This is an optimization exercise on Yosys and OpenROAD, whose aim is small area and a short achievable clock period, not a production implementation. Only simulation tests tie the RTL to the original design; equivalence was not proved. The clock port is modelled as an ideal driver; clocking choices that lean on that would not hold on a real chip. Power figures rest on the tool's default switching activity, not on a simulated workload.

Design video_top, start of the top module:
module video_top (
	input  wire        I_clk,
	input  wire        rst_n1,
	input  wire        de_in,
	input  wire        vs_n_in,    
	input  wire  [7:0] r_in,
	input  wire  [7:0] g_in,
	input  wire  [7:0] b_in,
	output logic       de_out,
	output logic       hs_out,
	output logic       vs_out,
	output logic [7:0] r_out,
	output logic [7:0] g_out,
	output logic [7:0] b_out,
	output logic       overflow,   
	output logic       underflow   
);
	logic        vs_n_d;
	logic        armed;
	logic        wr_en_n;   
	logic [15:0] wr_pixel;
	logic        tg;        
	logic        frame_start;
	assign frame_start = vs_n_d & ~vs_n_in;
	assign wr_en_n     = de_in & (armed | frame_start);
	always_ff @(posedge I_clk or negedge rst_n1)
	begin
		if (!rst_n1)
		begin
			vs_n_d <= 1'b1;
			armed  <= 1'b0;
		end
		else
		begin
			vs_n_d <= vs_n_in;
			if (frame_start)
				armed <= 1'b1;
		end
	end
	always_ff @(posedge I_clk)
		wr_pixel <= {r_in[7:3], g_in[7:2], b_in[7:3]} ^ {16{~tg}};
	logic [4:0] h;
	logic [2:0] v;
	logic       rd_en_n;   
	logic       h_last;
	logic       v_act;
	assign h_last  = (h == 5'd23);
	assign v_act   = (v >= 3'd3) && (v < 3'd7);
	assign rd_en_n = (h >= 5'd4) && (h < 5'd20) && v_act;
	always_ff @(posedge I_clk or negedge rst_n1)
	begin
		if (!rst_n1)
		begin
			h      <= 5'd22;  
			v      <= 3'd7;
			de_out <= 1'b0;
			hs_out <= 1'b0;
			vs_out <= 1'b0;
		end
		else
		begin
			h      <= h_last ? 5'd0 : h + 5'd1;
			if (h_last)
				v <= v + 3'd1;  
			de_out <= (h >= 5'd6) && (h < 5'd22) && v_act;
			hs_out <= (h < 5'd2);
			vs_out <= (v == 3'd0);
		end
	end
	logic [15:0] s [0:63];
	logic [6:0]  count;
	logic        wr_ok;     
	logic        rd_ok;     
	logic        keep_k;    
	logic        clr_k1;    
	logic        ce_wr;     
	logic        co_wr;     
	logic        wpar;      
	logic        ovf_ev;    
	logic        unf_ev;    
	logic [7:0]  wc;        
	logic [7:0]  wr;        
	logic [7:0]  hc [0:3];  
	logic [7:0]  hr;        
	logic       inc, dec;
	logic       is0, is1, is62, is63, is64;
	logic       full_n, empty_n, c63_n, wr_ok_n, rd_ok_n, wpar_n;
	always_comb
	begin
		inc     = wr_ok & ~rd_ok;
		dec     = rd_ok & ~wr_ok;
		is0     = (count == 7'd0);
		is1     = (count == 7'd1);
		is62    = (count == 7'd62);
		is63    = (count == 7'd63);
		is64    = count[6];
  ...
Size in the first run: roughly 3700 cells after synthesis, roughly 1200 flip-flops, about 57 I/O pins.
clock: 4.0 ns
lec_check: 0
cap_margin: 20
core_margin: 2
core_utilization: 60
cts_cluster_diameter: 100
cts_cluster_size: 25
setup_slack_margin: 2.15
slew_margin: 20
standard.sh (not shown) runs the stock make flow with config.mk's settings and CLKGATE_MAP_FILE= SYNTH_SCRIPT=/design/flow/synth_recipe.tcl, a recipe that flattens the netlist after the stock synthesis.
==> flow/flow/run.sh <==
#!/bin/bash
# Standard layout, except that the clock port drives the first level of the
# clock tree directly: after CTS the root buffer CTS puts at the port (which
# drives only the few buffers of the next level) is removed and those
# buffers are connected to the port net. Every register keeps the same
# number of buffer levels from the port, so the tree stays balanced.
set -euo pipefail
here=$(pwd)
res=$here/orfs/results/$FLOW_PLATFORM/video_top/base
bash standard.sh synth > $here/make_synth.log 2>&1
bash standard.sh floorplan place cts > $here/make_place_cts.log 2>&1
FLOW_RES=$res openroad -no_init -exit $here/flow/rootfix.tcl > $here/rootfix.log 2>&1
bash standard.sh finish > $here/make_finish.log 2>&1
==> flow/flow/rootfix.tcl <==
set res $::env(FLOW_RES)
read_db $res/4_cts.odb
set block [ord::get_db_block]
set clk [$block findBTerm I_clk]
set inet [$clk getNet]
set loads {}
foreach it [$inet getITerms] { lappend loads $it }
if {[llength $loads] != 1} {
  puts "rootfix: port net has [llength $loads] loads, left as is"
  exit 0
}
set root [[lindex $loads 0] getInst]
set master [[$root getMaster] getName]
if {![string match "sky130_fd_sc_hd__clkbuf_*" $master]} {
  puts "rootfix: port load $master is not a clock buffer, left as is"
  exit 0
}
set onet ""
foreach it [$root getITerms] {
  if {[$it isOutputSignal]} { set onet [$it getNet] }
}
set sinks {}
foreach it [$onet getITerms] {
  if {[$it isInputSignal]} { lappend sinks $it }
}
if {[llength $sinks] > 4} {
  puts "rootfix: root drives [llength $sinks] pins, left as is"
  exit 0
}
foreach it $sinks {
  set m [[[$it getInst] getMaster] getName]
  if {![string match "sky130_fd_sc_hd__clkbuf_*" $m]} {
    puts "rootfix: root drives $m, left as is"
    exit 0
  }
}
puts "rootfix: removing [$root getName] ($master), port now drives [llength $sinks] buffers"
foreach it $sinks {
  $it disconnect
  $it connect $inet
}
odb::dbInst_destroy $root
odb::dbNet_destroy $onet
write_db $res/4_cts.odb
The baseline completed without violations.
Change:
--- a/flow/config.mk
+++ b/flow/config.mk
@@ -11,4 +11,4 @@
 export CTS_CLUSTER_DIAMETER = 100
 export CTS_CLUSTER_SIZE = 25
-export SETUP_SLACK_MARGIN = 2.15
+export SETUP_SLACK_MARGIN = 2.3
 export SLEW_MARGIN = 20
Outcome: Design area rose by 6.3%; synthesized area stays the same; utilization rose by 4.2 points; clock power rose by about 2%; global-route usage rose by 1.7 points; power rose by 1.1%; first-iteration DRC count rose by 8.8%; worst setup slack is better by 0.069 ns; wire length rose by 4.9%; cell count rose by 3.7%; combinational power rose by about 5%.
Change:
==> flow/run.sh (new file) <==
#!/bin/bash
# synth_recipe.tcl (not shown) runs the flow's synth.tcl, then flattens the netlist and writes it again
# the make line also repeats each setting of config.mk as NAME=value (left out here)
make -C /OpenROAD-flow-scripts/flow DESIGN_CONFIG=/design/flow/config.mk WORK_HOME=/design/flow/orfs CLKGATE_MAP_FILE= SYNTH_SCRIPT=/design/flow/synth_recipe.tcl finish
--- a/flow/config.mk
+++ b/flow/config.mk
@@ -11,4 +11,4 @@
 export CTS_CLUSTER_DIAMETER = 100
 export CTS_CLUSTER_SIZE = 25
-export SETUP_SLACK_MARGIN = 2.3
+export SETUP_SLACK_MARGIN = 2.0
 export SLEW_MARGIN = 20
removed: flow/flow/run.sh
removed: flow/flow/rootfix.tcl
removed: flow/standard.sh
The new run completed with no timing, DRC or antenna violations.
Combinational power came out lower by about 6%.
Final area came out lower by 9.0%.
Final cell count came out lower by 4.9%.
Global-route usage came out lower by 2.0 points.
Worst hold slack is worse by 0.21 ns.
Non-clock buffer count came out lower by 220.
Wire length came out lower by 8.3%.
Utilization came out lower by 6.3 points.
Register-to-register slack is worse by 0.21 ns.
Critical path depth came out lower by 2.
Change:
--- a/flow/config.mk
+++ b/flow/config.mk
@@ -8,7 +8,8 @@
 export CAP_MARGIN = 20
 export CORE_MARGIN = 2
-export CORE_UTILIZATION = 60
+export CORE_UTILIZATION = 55
 export CTS_CLUSTER_DIAMETER = 100
 export CTS_CLUSTER_SIZE = 25
+export PLACE_DENSITY = 0.72
 export SETUP_SLACK_MARGIN = 2.0
 export SLEW_MARGIN = 20
Effect: Cell count came out higher by about 2.8%. Synthesized area is unchanged. Critical path depth came out lower by 2. Power is about the same. Wire length came out lower by 5.2%. Setup slack degrades by 0.041 ns. Design area came out higher by about 0.56%. Core utilization came out lower by 5.5 points. Clock skew came out lower by 0.010 ns.
Change:
--- a/flow/config.mk
+++ b/flow/config.mk
@@ -8,8 +8,7 @@
 export CAP_MARGIN = 20
 export CORE_MARGIN = 2
-export CORE_UTILIZATION = 55
+export CORE_UTILIZATION = 60
 export CTS_CLUSTER_DIAMETER = 100
 export CTS_CLUSTER_SIZE = 25
-export PLACE_DENSITY = 0.72
-export SETUP_SLACK_MARGIN = 2.0
+export SETUP_SLACK_MARGIN = 2.15
 export SLEW_MARGIN = 20
Result: Sequential power is about the same. Wire length climbs by 9.7%. Global-route usage climbs by 4.8 points. Final area climbs by 3.0%. Setup slack improves by 0.085 ns. Clock power drops by about 2%. Die area drops by 8.2%. Sequential share of layout area drops by 1.5 points.

[re-timing with driven ports]
Ports are ideal in the flow. The routed layouts listed here were re-timed in OpenROAD. Step 1: set_driving_cell puts a clkbuf_16 on I_clk and a buf_2 on each other input, an assumption about the parent block. Step 2 moves the port delays by t, midway between the first and last clock arrival at a register: inputs arrive t later, outputs are due t later. That takes back most of the time a late clock gives input paths. Slacks: ideal ports / drivers / drivers and shift; pairs: ideal ports / drivers.
run | shift t [ns] | setup WS [ns] | hold WS [ns] | cell pins on the clock port's net
the first run | 0.574 | 2.097 / 2.070 / 1.795 | 0.374 / 0.266 / 0.411 | 4
the second run | 0.584 | 2.166 / 2.076 / 1.903 | 0.245 / 0.139 / 0.412 | 4
the third run | 0.711 | 1.961 / 1.937 / 1.800 | 0.033 / -0.005 / 0.411 | 1
the fourth run | 0.712 | 1.920 / 1.920 / 1.920 | 0.258 / 0.216 / 0.412 | 1
the fifth run | 0.707 | 2.005 / 1.937 / 1.820 | 0.170 / 0.129 / 0.412 | 1
After both steps setup and hold are still met in every run listed. The setup slack of the first run, which loses most, moves by -0.027 ns with the drivers and by -0.302 ns with both steps.
